Context: an optimization exercise on an open-source flow, tuned for small area, a short achievable clock period and few clock cycles per item. The choices shown serve that exercise and are no tape-out recipe.
Function was checked by simulation only, so behaviour that the tests miss may differ from the original.
Power figures rest on the tool's default switching activity, not on a simulated workload.

// data_cache
module data_cache #(
    parameter int INDEX_BITS = 3
) (
    input  logic         CLK,
    input  logic         RESET,
    input  logic [3:0]   READ,
    input  logic [2:0]   WRITE,
    input  logic [31:0]  ADDRESS,
    input  logic [31:0]  WRITEDATA,
    output logic [31:0]  READDATA,
    output logic         BUSY_WAIT,
    output logic         MEM_READ,
    output logic         MEM_WRITE,
    output logic [27:0]  MEM_ADDRESS,
    output logic [127:0] MEM_WRITEDATA,
    input  logic [127:0] MEM_READDATA,
    input  logic         MEM_BUSYWAIT
);
==> flow/config.mk <==
export PLATFORM = sky130hd
export DESIGN_NAME = data_cache
export DESIGN_NICKNAME = data_cache
export VERILOG_FILES = /design/flow/design.v
export SDC_FILE = /design/flow/constraint.sdc
export NUM_CORES = 4
export LEC_CHECK = 0
export CAP_MARGIN = 20
export CORE_MARGIN = 2
export CORE_UTILIZATION = 40
export CTS_CLUSTER_DIAMETER = 80
export CTS_CLUSTER_SIZE = 25
export PLACE_DENSITY = 0.6
export SETUP_SLACK_MARGIN = 1.2
export SLEW_MARGIN = 20
export SYNTH_HIERARCHICAL = 1
==> flow/constraint.sdc <==
create_clock -name core_clock -period 5.5 [get_ports {CLK}]
set_input_delay 1.1000 -clock core_clock [delete_from_list [all_inputs] [get_ports {CLK}]]
set_output_delay 1.1000 -clock core_clock [all_outputs]
set_load 0.01 [all_outputs]
standard.sh (not shown) runs the stock make flow with config.mk's settings and CLKGATE_MAP_FILE= SYNTH_SCRIPT=/design/flow/synth_recipe.tcl, a recipe that flattens the netlist after the stock synthesis.
==> flow/flow/run.sh <==
#!/bin/bash
# The standard ORFS layout with two changes to how it is made: the port buffers are a
# plain buffer cell (buf_2) instead of the delay cell buffer_ports picks by default, and
# the resizer may swap a cell for any cell of the same function, not only one with the
# same footprint. Synthesis is the standard one, run unchanged.
set -uo pipefail
bash standard.sh synth > flow_synth.log 2>&1 || exit 1
bash standard.sh MATCH_CELL_FOOTPRINT=0 \
    "BUFFER_PORTS_ARGS=-buffer_cell sky130_fd_sc_hd__buf_2" finish > flow_layout.log 2>&1 || exit 1
The baseline completed with no timing, DRC or antenna violations.
Testbench counts at the start, summed over its fixed seeds: cycles 66,184, accesses 24,000.
Rerun with:
==> flow/flow/run.sh (replaced) <==
#!/bin/bash
# The standard ORFS layout with two changes to how it is made: the port buffers are a
# plain buffer cell (buf_1) instead of the delay cell buffer_ports picks by default, and
# the resizer may swap a cell for any cell of the same function, not only one with the
# same footprint. Synthesis is the standard one, run unchanged.
set -uo pipefail
bash standard.sh synth > flow_synth.log 2>&1 || exit 1
bash standard.sh MATCH_CELL_FOOTPRINT=0 \
    "BUFFER_PORTS_ARGS=-buffer_cell sky130_fd_sc_hd__buf_1" finish > flow_layout.log 2>&1 || exit 1
--- a/flow/config.mk
+++ b/flow/config.mk
@@ -8,8 +8,8 @@
 export CAP_MARGIN = 20
 export CORE_MARGIN = 2
-export CORE_UTILIZATION = 40
+export CORE_UTILIZATION = 50
 export CTS_CLUSTER_DIAMETER = 80
 export CTS_CLUSTER_SIZE = 25
-export PLACE_DENSITY = 0.6
+export PLACE_DENSITY = 0.65
 export SETUP_SLACK_MARGIN = 1.2
 export SLEW_MARGIN = 20
Clock skew grows by 23 ps.
Via count hardly moves.
First-iteration DRC count shrinks by 8.4%.
Routed wire length shrinks by 3.0%.
Die area shrinks by 20%.
Core utilization grows by 11 points.
Worst hold slack degrades by 5.7 ps.
Design area shrinks by 2.1%.
Count of clock-buffer cells in the layout shrinks by 2.
Final cell count shrinks by 5.2%.
Synthesized area does not change.
Rerun with:
--- a/flow/config.mk
+++ b/flow/config.mk
@@ -6,5 +6,5 @@
 export NUM_CORES = 4
 export LEC_CHECK = 0
-export CAP_MARGIN = 20
+export CAP_MARGIN = 30
 export CORE_MARGIN = 2
 export CORE_UTILIZATION = 50
@@ -12,5 +12,5 @@
 export CTS_CLUSTER_SIZE = 25
 export PLACE_DENSITY = 0.65
-export SETUP_SLACK_MARGIN = 1.2
+export SETUP_SLACK_MARGIN = 1.6
 export SLEW_MARGIN = 20
 export SYNTH_HIERARCHICAL = 1
Outcome:
- wire length fell by 1.5%
- non-clock buffer count came out higher by 22
- cell count barely changes
Rerun with:
--- a/flow/config.mk
+++ b/flow/config.mk
@@ -8,9 +8,9 @@
 export CAP_MARGIN = 30
 export CORE_MARGIN = 2
-export CORE_UTILIZATION = 50
+export CORE_UTILIZATION = 60
 export CTS_CLUSTER_DIAMETER = 80
 export CTS_CLUSTER_SIZE = 25
-export PLACE_DENSITY = 0.65
-export SETUP_SLACK_MARGIN = 1.6
+export PLACE_DENSITY = 0.75
+export SETUP_SLACK_MARGIN = 1.2
 export SLEW_MARGIN = 20
 export SYNTH_HIERARCHICAL = 1
Outcome:
- The changed run finished clean
- synthesized area does not change
- synthesized cell count is unchanged
- final area shrinks slightly
- non-clock buffer count is lower by 26
- final cell count went down by a few percent
Rerun with:
==> flow/flow/run.sh (replaced) <==
#!/bin/bash
# The standard ORFS layout with two changes to how it is made: the port buffers are a
# plain buffer cell (buf_2) instead of the delay cell buffer_ports picks by default, and
# the resizer may swap a cell for any cell of the same function, not only one with the
# same footprint. Synthesis is the standard one, run unchanged.
set -uo pipefail
bash standard.sh synth > flow_synth.log 2>&1 || exit 1
bash standard.sh MATCH_CELL_FOOTPRINT=0 \
    "BUFFER_PORTS_ARGS=-buffer_cell sky130_fd_sc_hd__buf_2" finish > flow_layout.log 2>&1 || exit 1
--- a/flow/config.mk
+++ b/flow/config.mk
@@ -6,10 +6,8 @@
 export NUM_CORES = 4
 export LEC_CHECK = 0
-export CAP_MARGIN = 30
+export CAP_MARGIN = 20
 export CORE_MARGIN = 2
-export CORE_UTILIZATION = 60
-export CTS_CLUSTER_DIAMETER = 80
-export CTS_CLUSTER_SIZE = 25
-export PLACE_DENSITY = 0.75
+export CORE_UTILIZATION = 40
+export PLACE_DENSITY = 0.6
 export SETUP_SLACK_MARGIN = 1.2
 export SLEW_MARGIN = 20
Result: Cell area went up by 5.2%. Power rose by 22%. Sequential power barely changes. Die area goes up by 49%. Combinational power increases by about 6%. Global-route usage went down by 14 points. Clock-buffer cell count came out higher by 99.

==> re-timing with driven ports <==
Ports are ideal in the flow. The routed layouts listed here were re-timed in OpenROAD. Step 1, drivers: a clkbuf_16 drives CLK and a buf_2 each remaining input, both assumed. Step 2 times the ports against the registers' clock, not the clock port: input delays grow and output delays shrink by t, the midpoint of the rising clock arrivals with the driver on. a / b / c = ideal ports / drivers / drivers and shift; a / b = the first two.
run | shift t [ns] | setup slack, ns | clock arrival spread, ns | slew at the worst register clock pin (ns)
the first run | 0.770 | 0.340 / 0.202 / 0.202 | 0.063 / 0.063 | 0.10 / 0.10
the second run | 0.801 | 0.447 / 0.336 / 0.336 | 0.071 / 0.070 | 0.11 / 0.11
the third run | 0.801 | 0.407 / 0.295 / 0.295 | 0.066 / 0.066 | 0.11 / 0.11
the fourth run | 0.772 | 0.334 / 0.289 / 0.289 | 0.070 / 0.070 | 0.11 / 0.11
the fifth run | 0.839 | 0.346 / 0.207 / 0.207 | 0.052 / 0.051 | 0.07 / 0.07
After both steps every run listed still meets setup and hold. For the fifth run, which loses most, drivers alone change the setup slack by -0.139 ns; drivers and shift together by -0.139 ns.
